Background: an optimization exercise with open tools, aiming at small area. Do not read the settings as production practice. Function was checked by simulation only, so behaviour that the tests miss may differ from the original. Power figures rest on the tool's default switching activity, not on a simulated workload.

## design.v

```verilog
package mips_pkg;
  localparam int REG_W  = 5;
  localparam int DATA_W = 32;
  localparam int TY_W   = 4;
  localparam logic [TY_W-1:0] TY_NOP  = 4'd0;
  localparam logic [TY_W-1:0] TY_ADD  = 4'd1;
  localparam logic [TY_W-1:0] TY_SUB  = 4'd2;
  localparam logic [TY_W-1:0] TY_AND  = 4'd3;
  localparam logic [TY_W-1:0] TY_OR   = 4'd4;
  localparam logic [TY_W-1:0] TY_SLT  = 4'd5;
  localparam logic [TY_W-1:0] TY_ADDI = 4'd6;
  localparam logic [TY_W-1:0] TY_SW   = 4'd7;
  typedef struct packed {
    logic [DATA_W-1:0] a;
    logic [DATA_W-1:0] b;
    logic [REG_W-1:0]  src_a;
    logic [REG_W-1:0]  src_b;
    logic [REG_W-1:0]  wb_tgt;
    logic [TY_W-1:0]   itype;
    logic [15:0]       sw_off;
  } id_ex_t;
  function automatic logic is_rtype(input logic [TY_W-1:0] t);
    is_rtype = (t >= TY_ADD) && (t <= TY_SLT);
  endfunction
endpackage
module reg_file
(
  input  logic                        clk,
  input  logic                        rst_n,
  input  logic                        we,
  input  logic [mips_pkg::REG_W-1:0]  waddr,
  input  logic [mips_pkg::DATA_W-1:0] wdata,
  input  logic [31:0]                 sel_a,
  input  logic [31:0]                 sel_b,
  output logic [31:0]                 wsel,     
  output logic [31:0]                 vld,      
  output logic [mips_pkg::DATA_W-1:0] rdata_a,
  output logic [mips_pkg::DATA_W-1:0] rdata_b
);
  logic [mips_pkg::DATA_W-1:0] mem_q [32];
  logic [31:0]                 vld_q;
  always_comb begin
    for (int i = 0; i < 32; i++)
      wsel[i] = we && (waddr == i[4:0]) && (i != 0);
  end
  assign vld = vld_q;
  always_ff @(posedge clk or negedge rst_n) begin
    if (!rst_n) vld_q <= '0;
    else        vld_q <= vld_q | wsel;
  end
  for (genvar i = 1; i < 32; i++) begin : g_row
    rf_row u_row (
      .clk   (clk),
      .load  (wsel[i]),
      .hold  (!wsel[i]),
      .wdata (wdata),
      .q     (mem_q[i])
    );
  end
  always_comb begin
    rdata_a = '0;
    rdata_b = '0;
    for (int i = 1; i < 32; i++) begin
      rdata_a = rdata_a | ({mips_pkg::DATA_W{sel_a[i]}} & mem_q[i]);
      rdata_b = rdata_b | ({mips_pkg::DATA_W{sel_b[i]}} & mem_q[i]);
    end
  end
endmodule
module rf_row
(
  input  logic                        clk,
  input  logic                        load,
  input  logic                        hold,
  input  logic [mips_pkg::DATA_W-1:0] wdata,
  output logic [mips_pkg::DATA_W-1:0] q
);
  always_ff @(posedge clk) begin
    q <= ({mips_pkg::DATA_W{load}} & wdata) | ({mips_pkg::DATA_W{hold}} & q);
  end
endmodule
module instruction_decode_stage
(
  input  logic              clk,
  input  logic              reset,
  input  logic              done_in_ID,
  input  logic              done_in_WB,
  input  logic              wb_en,
  input  logic [mips_pkg::REG_W-1:0]  wb_addr,
  input  logic [mips_pkg::DATA_W-1:0] wb_data,
  input  logic [mips_pkg::REG_W-1:0]  rs,
  input  logic [mips_pkg::REG_W-1:0]  rt,
  input  logic [mips_pkg::REG_W-1:0]  rd,
  input  logic [mips_pkg::DATA_W-1:0] imm,
  input  logic              has_rs,
  input  logic              has_rt,
  input  logic              has_rd,
  input  logic              has_imm,
  input  logic [mips_pkg::TY_W-1:0]   instr_type_IF,
  output logic [mips_pkg::DATA_W-1:0] A,
  output logic [mips_pkg::DATA_W-1:0] B,
  output logic [mips_pkg::REG_W-1:0]  sourceA,
  output logic [mips_pkg::REG_W-1:0]  sourceB,
  output logic [mips_pkg::REG_W-1:0]  wb_tgt_ID,
  output logic [mips_pkg::TY_W-1:0]   instr_type_ID,
  output logic [15:0]       sw_offset,
  output logic              done_ID,
  output logic              done_WB
);
  logic [mips_pkg::REG_W-1:0]  src_a;
  logic [mips_pkg::DATA_W-1:0] rdata_a;
  logic [mips_pkg::DATA_W-1:0] rdata_b;
  logic [31:0]       wsel, vld, sel_a, sel_b;
  logic              is_r;
  logic              is_addi;
  logic              is_sw;
  logic              use_a, use_b;
  logic              byp_a, byp_b;
  mips_pkg::id_ex_t  ex_d;
  mips_pkg::id_ex_t  ex_q;
  logic              done_id_q;
  logic              done_wb_q;
  assign src_a = has_rs ? rs : '0;
  assign is_r    = !done_in_ID && mips_pkg::is_rtype(instr_type_IF);
  assign is_addi = !done_in_ID && (instr_type_IF == mips_pkg::TY_ADDI);
  assign is_sw   = !done_in_ID && (instr_type_IF == mips_pkg::TY_SW);
  assign use_a   = is_r || is_addi || is_sw;
  assign use_b   = is_r || is_sw;
  assign byp_a = wsel[src_a];
  assign byp_b = wsel[rt];
  always_comb begin
    for (int i = 0; i < 32; i++) begin
      sel_a[i] = use_a && !byp_a && vld[i] && (src_a == i[4:0]);
      sel_b[i] = use_b && !byp_b && vld[i] && (rt == i[4:0]);
    end
  end
  reg_file u_rf (
    .clk     (clk),
    .rst_n   (reset),
    .we      (wb_en),
    .waddr   (wb_addr),
    .wdata   (wb_data),
    .sel_a   (sel_a),
    .sel_b   (sel_b),
    .wsel    (wsel),
    .vld     (vld),
    .rdata_a (rdata_a),
    .rdata_b (rdata_b)
  );
  always_comb begin
    ex_d        = '0;
    ex_d.a      = rdata_a | ({mips_pkg::DATA_W{use_a && byp_a}} & wb_data);
    ex_d.b      = rdata_b | ({mips_pkg::DATA_W{use_b && byp_b}} & wb_data)
                          | ({mips_pkg::DATA_W{is_addi}} & imm);
    if (use_a) ex_d.src_a = src_a;
    if (use_b) ex_d.src_b = rt;
    if (is_r)    ex_d.wb_tgt = has_rd ? rd : '0;
    if (is_addi) ex_d.wb_tgt = rt;
    if (use_a)   ex_d.itype  = instr_type_IF;
    if (is_sw)   ex_d.sw_off = imm[15:0];
  end
  always_ff @(posedge clk or negedge reset) begin
    if (!reset) begin
      ex_q      <= '0;
      done_id_q <= 1'b0;
      done_wb_q <= 1'b0;
    end else begin
      ex_q      <= ex_d;
      done_id_q <= done_id_q | done_in_ID;
      done_wb_q <= done_wb_q | done_in_WB;
    end
  end
  assign A             = ex_q.a;
  assign B             = ex_q.b;
  assign sourceA       = ex_q.src_a;
  assign sourceB       = ex_q.src_b;
  assign wb_tgt_ID     = ex_q.wb_tgt;
  assign instr_type_ID = ex_q.itype;
  assign sw_offset     = ex_q.sw_off;
  assign done_ID       = done_id_q;
  assign done_WB       = done_wb_q;
endmodule
```

## run.sh

```bash
#!/bin/bash
# synth_recipe.tcl (not shown) runs the flow's synth.tcl, then flattens the netlist and writes it again
# the make line also repeats each setting of config.mk as NAME=value (left out here)
make -C /OpenROAD-flow-scripts/flow DESIGN_CONFIG=/design/flow/config.mk WORK_HOME=/design/flow/orfs CLKGATE_MAP_FILE= SYNTH_SCRIPT=/design/flow/synth_recipe.tcl finish
```

## constraint.sdc

```tcl
create_clock -name core_clock -period 5.0 [get_ports {clk}]
set_input_delay 1.0000 -clock core_clock [delete_from_list [all_inputs] [get_ports {clk}]]
set_output_delay 1.0000 -clock core_clock [all_outputs]
set_load 0.01 [all_outputs]
```

## config.mk

```make
export PLATFORM = sky130hd
export DESIGN_NAME = instruction_decode_stage
export DESIGN_NICKNAME = instruction_decode_stage
export VERILOG_FILES = /design/flow/design.v
export SDC_FILE = /design/flow/constraint.sdc
export NUM_CORES = 4
export LEC_CHECK = 0
export CAP_MARGIN = 20
export CORE_MARGIN = 2
export CORE_UTILIZATION = 40
export SLEW_MARGIN = 20
export SYNTH_HIERARCHICAL = 1
```

==> flow_metrics.py <==
metrics = {
    "place": {
        "dp_slack_ns": -0.847,
        "finalWeightedCongestion": 1.02,
        "dp_cells": 6090,
        "portBuffers": 195,
        "hpwl_um": 139000,
    },
    "logic_synthesis": {
        "synth_fp_nets": 4393,
        "syn_inst": 4296,
        "avgSynthCellArea_um2": 11.1,
        "yosysWarningCount": 10,
        "synth_area_um2": 47800,
    },
    "die": {
        "io_pins": 198,
        "die-width_um": 350,
        "die_h_um": 350,
        "design.die.area_um2": 122000,
        "core_um2": 118000,
        "row_count": 126,
        "initial_core_util": 0.404,
    },
    "outcome": {
        "failed_checks": "setup timing",
        "status": "failed layout checks",
    },
    "global_route": {
        "grt_pass1_wl_um": 298000,
        "grt_use_total": 0.329,
        "grt_max_degree": 71,
        "grt_antenna_before_repair": 14,
        "grt_pass1_vias": 41800,
        "globalRoute.totalOverflow": 0,
    },
    "layout": {
        "nNetsFinal": 4773,
        "regArea_um2": 23200,
        "fin_cells": 6317,
        "multi_input_area_um2": 21900,
        "mostFrequentLayoutCell": "a22o_1",
        "area_growth_pct": 21.9,
        "final_cell_mix": "a22o_1, dfxtp_1, a22oi_1, buf_4, clkdlybuf4s50_1",
        "fillers": 10700,
        "drive_gt1_frac": 0.192,
    },
    "timing": {
        "slew_headroom": 0.228,
        "rsz0062_at_grt": "true",
        "fmax_mhz": 200,
        "hold_slack_ns": 0.287,
        "hold_viol": 0,
        "final-setup-viol-count": 1,
        "final.period_utilization": 1.00,
        "clock_skew_ns": 0.0465,
        "finalMaxSlewViolations": 0,
        "finalWorstSetupSlack_ns": -0.00125,
        "tightest_slew_ns": 1.15,
        "setup_tns_ns": -0.00125,
        "fin_crit_ns": 5.00,
    },
    "min_path": {
        "min_path_type": "in -> async",
    },
    "worst_setup_path": {
        "worstSetupPathType": "in -> reg",
        "crit_path_max_fanout": 20,
        "end_kind": "flip-flop",
        "worstPathArrival_ns": 5.62,
        "start_kind": "primary input",
        "cp.required_ns": 5.62,
    },
    "clock_tree": {
        "cts_buffer_depth": 3,
        "cts_num_sinks": 1124,
        "cts_tree": "done",
        "cts_buffers": 117,
        "clk_pin_slew_ns": 0.06,
        "cts_max_level": 3,
        "root_buffer": "clkbuf_16",
        "clkLatencyLatePin_ns": 0.75,
        "cts_hold_buf": 0,
    },
    "drt": {
        "routedWlPerCell_um": 33.2,
        "route.vias.total": 44100,
        "post-route-drc-count": 0,
        "vias_per_cell": 6.98,
        "drt-total-wl_um": 209000,
        "antenna_left": 0,
        "drt-initial-drc-count": 7363,
        "dr.pass1.iters": 9,
    },
    "power_and_ir_drop": {
        "ir_worst_vdd_v": 0.000347,
        "p_per_area_nw_per_um2": 406,
        "power.leakage_uw": 0.0244,
    },
    "flow_run": {
        "max-cap-violations": 0,
    },
}
critical path, stage by stage:
cell and delay [ns]:
clkdlybuf4s50_1 0.62, nand2b_1 0.13, nor2_2 0.27, nand2_1 0.10
buf_4 0.14, inv_1 0.23, mux2i_1 0.20, a21oi_1 0.21
o22ai_1 0.15, o32ai_4 0.38, buf_6 0.27, buf_4 0.27
nor4b_2 0.09, buf_12 0.17, buf_4 0.15, a22oi_1 0.14
nand3_1 0.23, or4_1 0.61, a31o_1 0.21
where the power goes:
| part | switching [uW] | internal, uW |
|---|---|---|
| Combinational | 964 | 1310 |
| Clock | 3910 | 5450 |
| Sequential | 1390 | 10600 |
path summary, 6_finish.rpt:
check | start | to | slack, ns | cells past startpoint
min in group core_clock | done_wb_q | done_wb_q | 0.47 | 1
max reg2reg | u_rf.vld_q[7] | ex_q[43] | 2.07 | 8
min reg2reg | done_wb_q | done_wb_q | 0.47 | 1
min | reset | ex_q[94] | 0.29 | 1
max in group asynchronous | reset | ex_q[15] | 3.66 | 2
max | wb_addr[0] | ex_q[77] | -0.001 | 19
through the flow:
stage | util | total power, uW | cell area, um^2
after floorplan | - | 13300 | 47800
after global placement | 0.456 | 14200 | 53900
after detailed placement | 0.457 | 14300 | 54000
after CTS | 0.492 | 23600 | 58100
after global routing | 0.493 | 24400 | 58200
final | 0.493 | 23700 | 58200
sequential cells by signal, summed over array words and instances, names as in the netlist:
signal,count
done_id_q,1
u_rf.vld_q,31
done_wb_q,1
u_rf.g_row.u_row.q,992
ex_q,99
routing by layer:
metal	share of wire	GRT usage
met3	0.14	0.111
met5	0.00017	0
met2	0.42	0.484
met4	0.044	0.133
met1	0.40	0.439
what timing repair did:
action / CTS / global route
gates resized for setup: 5 / 13
buffers inserted: 0 / 3
endpoints found under the setup margin: 5 / 61
pin swaps: 0 / 2
area by class of cell:
type,count,area share
inverter,70,0.00451
timing repair buffer,677,0.118
tap,1536,0.0330
antenna,4,0.000172
sequential,1124,0.398
clock inverter,49,0.00999
multi-input combinational,2686,0.375
clock buffer,171,0.0611

==> port drivers added, routing unchanged <==
The results above use ideal ports. As a check the final layout listed here was re-extracted and re-timed, cells and wires unchanged.
Step 1, drivers: a clkbuf_16 drives clk and a buf_2 each remaining input, both assumed.
Step 2 adds t to the input delays and takes it off the output delays; t is the mean of the earliest and latest rising clock arrival at the registers after step 1. Input paths then give back, and output paths get back, about the clock's delay inside the block.
Slacks: ideal / step 1 / step 2; pairs: ideal / step 1.
t (ns): 0.796
slack for setup (ns): -0.001 / 0.029 / -0.768
slew at the worst register clock pin (ns): 0.07 / 0.07
For this run, drivers alone change the setup slack by +0.030 ns; drivers and shift together by -0.767 ns.
